Source: an optimization exercise on an open RTL-to-GDS flow (aim: small area, a short achievable clock period and few clock cycles per item). Production flows keep margins and buffers that such runs may drop. At most, simulation tests tie the RTL to the original design; equivalence was not proved. Power and IR drop assume default switching activity.

==> inputs of run a <==
// acceptance_temperature_tuner
module acceptance_temperature_tuner (
    input  logic        i_clk,
    input  logic        i_rst_n,
    input  logic        i_in_valid,
    output logic        o_in_ready,
    input  logic        i_in_kind,
    input  logic [31:0] i_in_start_temp,
    input  logic [16:0] i_in_measured_pct,
    output logic        o_out_valid,
    input  logic        i_out_ready,
    output logic [31:0] o_out_run_temp,
    output logic [31:0] o_out_end_temp,
    output logic [23:0] o_out_run_length,
    output logic [1:0]  o_out_status,
    input  logic        i_cfg_valid,
    output logic        o_cfg_ready,
    input  logic [2:0]  i_cfg_index,
    input  logic [31:0] i_cfg_data
);
clock: 10.0 ns
lec_check: 0
cap_margin: 20
core_margin: 2
core_utilization: 40
setup_slack_margin: 5.0
slew_margin: 20
run.sh (not shown) runs the stock make flow with config.mk's settings and CLKGATE_MAP_FILE= SYNTH_SCRIPT=/design/flow/synth_recipe.tcl, a recipe that flattens the netlist after the stock synthesis.
==> inputs of run b, as changes to run a <==
--- a/flow/design.v
+++ b/flow/design.v
@@ -151,11 +151,12 @@
     assign step_up   = adj_up ? r_shr : r_step;
     att_add32 u_add_up (.a(r_temp), .b(step_up), .cin(1'b0), .s(temp_sum), .co(temp_ovf));
     assign temp_up   = temp_ovf ? '1 : temp_sum;
     assign step_dn   = (r_up || i_cmd.loop) ? r_shr : r_step;
     att_add32 u_sub_dn (.a(r_temp), .b(~step_dn), .cin(1'b1), .s(temp_dn), .co(temp_ge));
-    assign dn_loop   = !temp_ge || (temp_dn == '0);
+    att_pkg::t_temp   le_d;
+    att_add32 u_cmp_le (.a(step_dn), .b(~r_temp), .cin(1'b1), .s(le_d), .co(dn_loop));
     att_add32 u_cmp_min (.a(step_dn), .b(~r_step_minimum), .cin(1'b1), .s(min_d), .co(step_ge));
     assign gave_up   = !step_ge;
     logic             loop_done;
     assign loop_done = temp_ge;
     logic             count_max;
--- a/flow/config.mk
+++ b/flow/config.mk
@@ -6,7 +6,7 @@
 export NUM_CORES = 4
 export LEC_CHECK = 0
 export CAP_MARGIN = 20
 export CORE_MARGIN = 2
 export CORE_UTILIZATION = 40
-export SETUP_SLACK_MARGIN = 5.0
+export SETUP_SLACK_MARGIN = 4.0
 export SLEW_MARGIN = 20
==> inputs of run c, as changes to run a <==
--- a/flow/design.v
+++ b/flow/design.v
@@ -151,11 +151,12 @@
     assign step_up   = adj_up ? r_shr : r_step;
     att_add32 u_add_up (.a(r_temp), .b(step_up), .cin(1'b0), .s(temp_sum), .co(temp_ovf));
     assign temp_up   = temp_ovf ? '1 : temp_sum;
     assign step_dn   = (r_up || i_cmd.loop) ? r_shr : r_step;
     att_add32 u_sub_dn (.a(r_temp), .b(~step_dn), .cin(1'b1), .s(temp_dn), .co(temp_ge));
-    assign dn_loop   = !temp_ge || (temp_dn == '0);
+    att_pkg::t_temp   le_d;
+    att_add32 u_cmp_le (.a(step_dn), .b(~r_temp), .cin(1'b1), .s(le_d), .co(dn_loop));
     att_add32 u_cmp_min (.a(step_dn), .b(~r_step_minimum), .cin(1'b1), .s(min_d), .co(step_ge));
     assign gave_up   = !step_ge;
     logic             loop_done;
     assign loop_done = temp_ge;
     logic             count_max;
--- a/flow/config.mk
+++ b/flow/config.mk
@@ -6,7 +6,7 @@
 export NUM_CORES = 4
 export LEC_CHECK = 0
 export CAP_MARGIN = 20
 export CORE_MARGIN = 2
 export CORE_UTILIZATION = 40
-export SETUP_SLACK_MARGIN = 5.0
+export SETUP_SLACK_MARGIN = 3.0
 export SLEW_MARGIN = 20
==> notes <==
- Run b passed the timing, DRC and antenna checks. Run a completed without violations. Run c went through all stages and came out clean.
- In run b the clock skew is higher than in run a, by 0.0080 ns.
- The lowest worst setup slack belongs to run b, the highest to run a.
- Of run c and run b, run c has the higher critical path depth (gap 2).
- Synthesized cell count is the same in run b and run c.
No functional check of the RTL was part of any run of this note.

* * *

==> job 9608 <==
acceptance_temperature_tuner, a different RTL version from the one above (not shown whole).
export LEC_CHECK = 0
export CAP_MARGIN = 20
export CORE_MARGIN = 2
export CORE_UTILIZATION = 40
export SLEW_MARGIN = 20
create_clock -name core_clock -period 10.0 [get_ports {i_clk}]
==> inputs of job 7312, as changes to job 9608 <==
--- a/flow/design.v
+++ b/flow/design.v
@@ -114,57 +114,63 @@
     logic [24:0]      r_prod;      
     logic             r_pstale;    
     logic [3:0]       r_pbit;      
     att_pkg::t_runs   r_runs;
     att_pkg::t_status r_status;
     logic             r_start;     
     att_pkg::t_temp   mul_a;
     att_pkg::t_temp   mul_q;
-    assign mul_a = r_stale ? r_step : r_shr;
+    assign mul_a = r_shr;
     att_mul_shrink u_mul (
         .a (mul_a),
         .f (r_step_factor),
         .p (mul_q)
     );
     logic over_band;
     logic below_band;
     assign over_band  = i_measured_pct > r_pct_high;
     assign below_band = i_measured_pct < r_pct_low;
     att_pkg::t_temp   step_up;     
     att_pkg::t_temp   step_dn;     
     logic [32:0]      temp_sum;
     att_pkg::t_temp   temp_up;
+    logic [32:0]      temp_diff;
     att_pkg::t_temp   temp_dn;
-    logic             dn_loop;
+    logic             temp_lt;     
+    logic             dn_loop;     
+    logic             gave_up;     
     logic             adj_up;
-    assign adj_up   = r_down || (r_up && below_band);
-    assign step_up  = adj_up ? r_shr : r_step;
-    assign step_dn  = r_up   ? r_shr : r_step;
-    assign temp_sum = {1'b0, r_temp} + {1'b0, step_up};
-    assign temp_up  = temp_sum[32] ? '1 : temp_sum[31:0];
-    assign temp_dn  = r_temp - step_dn;
-    assign dn_loop  = r_temp <= step_dn;
+    assign adj_up    = r_down || (r_up && below_band);
+    assign step_up   = adj_up ? r_shr : r_step;
+    assign temp_sum  = {1'b0, r_temp} + {1'b0, step_up};
+    assign temp_up   = temp_sum[32] ? '1 : temp_sum[31:0];
+    assign step_dn   = (r_up || i_cmd.loop) ? r_shr : r_step;
+    assign temp_diff = {1'b0, r_temp} - {1'b0, step_dn};
+    assign temp_dn   = temp_diff[31:0];
+    assign temp_lt   = temp_diff[32];
+    assign dn_loop   = temp_lt || (temp_dn == '0);
+    assign gave_up   = step_dn < r_step_minimum;
     logic             loop_done;
-    assign loop_done = r_temp >= r_shr;
+    assign loop_done = !temp_lt;
     logic             count_max;
     logic [25:0]      acc_a;
     logic [23:0]      acc_b;
     logic [25:0]      acc_s;
     logic [24:0]      prod_next;
-    logic [24:0]      prod_meas;
+    logic [23:0]      runs_add;
     logic [25:0]      runs_sum;
     att_pkg::t_runs   runs_next;
     assign count_max = (r_count == '1);
     assign acc_a     = r_pstale ? {r_prod, 1'b0} : {1'b0, r_prod};
     assign acc_b     = (r_pstale && !r_count[15]) ? '0 : r_runs_inc;
     assign acc_s     = acc_a + {2'b0, acc_b};
     assign prod_next = (acc_s > 26'h1000000) ? 25'h1000000 : acc_s[24:0];
-    assign prod_meas = count_max ? r_prod : prod_next;
-    assign runs_sum  = {2'b0, r_runs_base} + {1'b0, prod_meas};
+    assign runs_add  = count_max ? '0 : r_runs_inc;
+    assign runs_sum  = {2'b0, r_runs_base} + {1'b0, r_prod} + {2'b0, runs_add};
     assign runs_next = (runs_sum > 26'hFFFFFF) ? '1 : runs_sum[23:0];
     always_ff @(posedge i_clk) begin
         if (!i_rst_n) begin
             r_step_initial <= 32'd65536;
             r_step_factor  <= 16'd32768;
             r_step_minimum <= 32'd1;
             r_pct_low      <= 17'd19661;
             r_pct_high     <= 17'd32768;
@@ -205,26 +211,28 @@
                 r_prod  <= prod_next;
                 r_count <= {r_count[14:0], r_count[15]};
                 r_pbit <= r_pbit - 4'd1;
                 if (r_pbit == 4'd0) begin
                     r_pstale <= 1'b0;
                 end
             end
             if (i_cfg_valid && (i_cfg_index == att_pkg::CfgStepFactor)) begin
+                r_shr   <= r_step;
                 r_stale <= 1'b1;
             end
             if (i_cfg_valid && (i_cfg_index == att_pkg::CfgRunsIncrement) && (r_count != '0)) begin
                 r_pstale <= 1'b1;
                 r_pbit   <= 4'd15;
                 r_prod   <= '0;
             end
             if (i_cmd.accept_start) begin
                 r_temp  <= i_start_temp;
                 r_step  <= r_step_initial;
+                r_shr   <= r_step_initial;
                 r_stale <= 1'b1;
                 r_up    <= 1'b0;
                 r_down  <= 1'b0;
                 r_count <= '0;
                 r_prod  <= '0;
                 r_runs  <= r_runs_base;
             end
             if (i_cmd.accept_measure) begin
@@ -257,38 +265,38 @@
                     r_up   <= 1'b0;
                     r_down <= 1'b0;
                 end
             end
             if (i_cmd.loop) begin
                 r_step <= r_shr;
                 r_shr  <= mul_q;
                 if (loop_done) begin
-                    r_temp <= r_temp - r_shr;
+                    r_temp <= temp_dn;
                 end
             end
         end
     end
     always_ff @(posedge i_clk) begin
         if (i_cmd.accept_start) begin
             r_status <= att_pkg::StatusContinue;
             r_start  <= 1'b1;
         end
         if (i_cmd.accept_measure) begin
             r_start <= 1'b0;
             if (i_cmd.over) begin
                 r_status <= att_pkg::StatusContinue;
             end else if (i_cmd.below) begin
-                r_status <= (step_dn < r_step_minimum) ? att_pkg::StatusGaveUp : att_pkg::StatusContinue;
+                r_status <= gave_up ? att_pkg::StatusGaveUp : att_pkg::StatusContinue;
             end else begin
                 r_status <= att_pkg::StatusSettled;
             end
         end
         if (i_cmd.loop) begin
-            r_status <= (r_shr < r_step_minimum) ? att_pkg::StatusGaveUp : att_pkg::StatusContinue;
+            r_status <= gave_up ? att_pkg::StatusGaveUp : att_pkg::StatusContinue;
         end
     end
     att_pkg::t_temp end_meas;
     att_pkg::t_temp end_start;
     att_end999 u_end (
         .x (r_temp),
         .y (end_meas)
     );
==> qor summary <==
item	job 7312	job 9608
Power dissipated in the clock network	2.18 mW	2.09 mW
Routed wire length per instance	22.46 um	21.73 um
Internal power contribution	6.231 mW	6.494 mW
Final-layout non-clock buffer area share	4.804%	4.487%
Reported leakage power	24.92 nW	25.40 nW
Core area	0.1272 mm2	0.1278 mm2
Capturing point of the worst reg2reg path	u_dp.r_shr[30]$_SDFF_PN0_	u_dp.r_runs[20]$_SDFF_PN0_
Area taken by multi-input logic gates	0.03673 mm2	0.03790 mm2
Outcome	timing/DRC/antenna clean	timing/DRC/antenna clean
Total stage count of the critical path	24	28
Clock power share	19.1%	17.6%
Global Route Usage Sum	26.63%	26.02%
Initial cell density of the core	40.20%	40.38%
Initial antenna violation count	12	4
Testbench counts of job 7312, summed over its fixed seeds: cycles 2,563, items 2,400.
For job 9608, only the layout was checked, not whether the RTL still works.

[static timing again, ports no longer ideal]
In the flow no input, the clock included, has a driving cell. The finished layouts below were timed again as built, in two steps.
Step 1 (the two cells are an assumption about what drives the block):
set clk [get_ports {i_clk}]
set_driving_cell -lib_cell sky130_fd_sc_hd__clkbuf_16 $clk
set_driving_cell -lib_cell sky130_fd_sc_hd__buf_2 [delete_from_list [all_inputs] $clk]
Step 2 moves the port delays by t, midway between the first and last clock arrival at a register: inputs arrive t later, outputs are due t later. That takes back most of the time a late clock gives input paths.
Slacks: no drivers / after step 1 / after step 2; pairs: no drivers / after step 1.
run | t, ns | slack for setup (ns) | clock arrival spread, ns | worst slew at a driven data input, ns | cell pins on the clock port's net
run a | 0.742 | 3.307 / 3.362 / 2.621 | 0.060 / 0.061 | 0.08 | 1
run b | 0.738 | 2.839 / 2.872 / 2.134 | 0.067 / 0.068 | 0.09 | 1
run c | 0.753 | 2.946 / 2.985 / 2.232 | 0.026 / 0.026 | 0.14 | 1
job 9608 | 0.744 | 1.362 / 1.362 / 1.362 | 0.063 / 0.063 | 0.12 | 1
job 7312 | 0.742 | 2.335 / 2.335 / 1.864 | 0.061 / 0.061 | 0.12 | 1
After both steps setup and hold are still met in every run listed. The setup slack of run c, which loses most, moves by +0.039 ns with the drivers and by -0.714 ns with both steps.
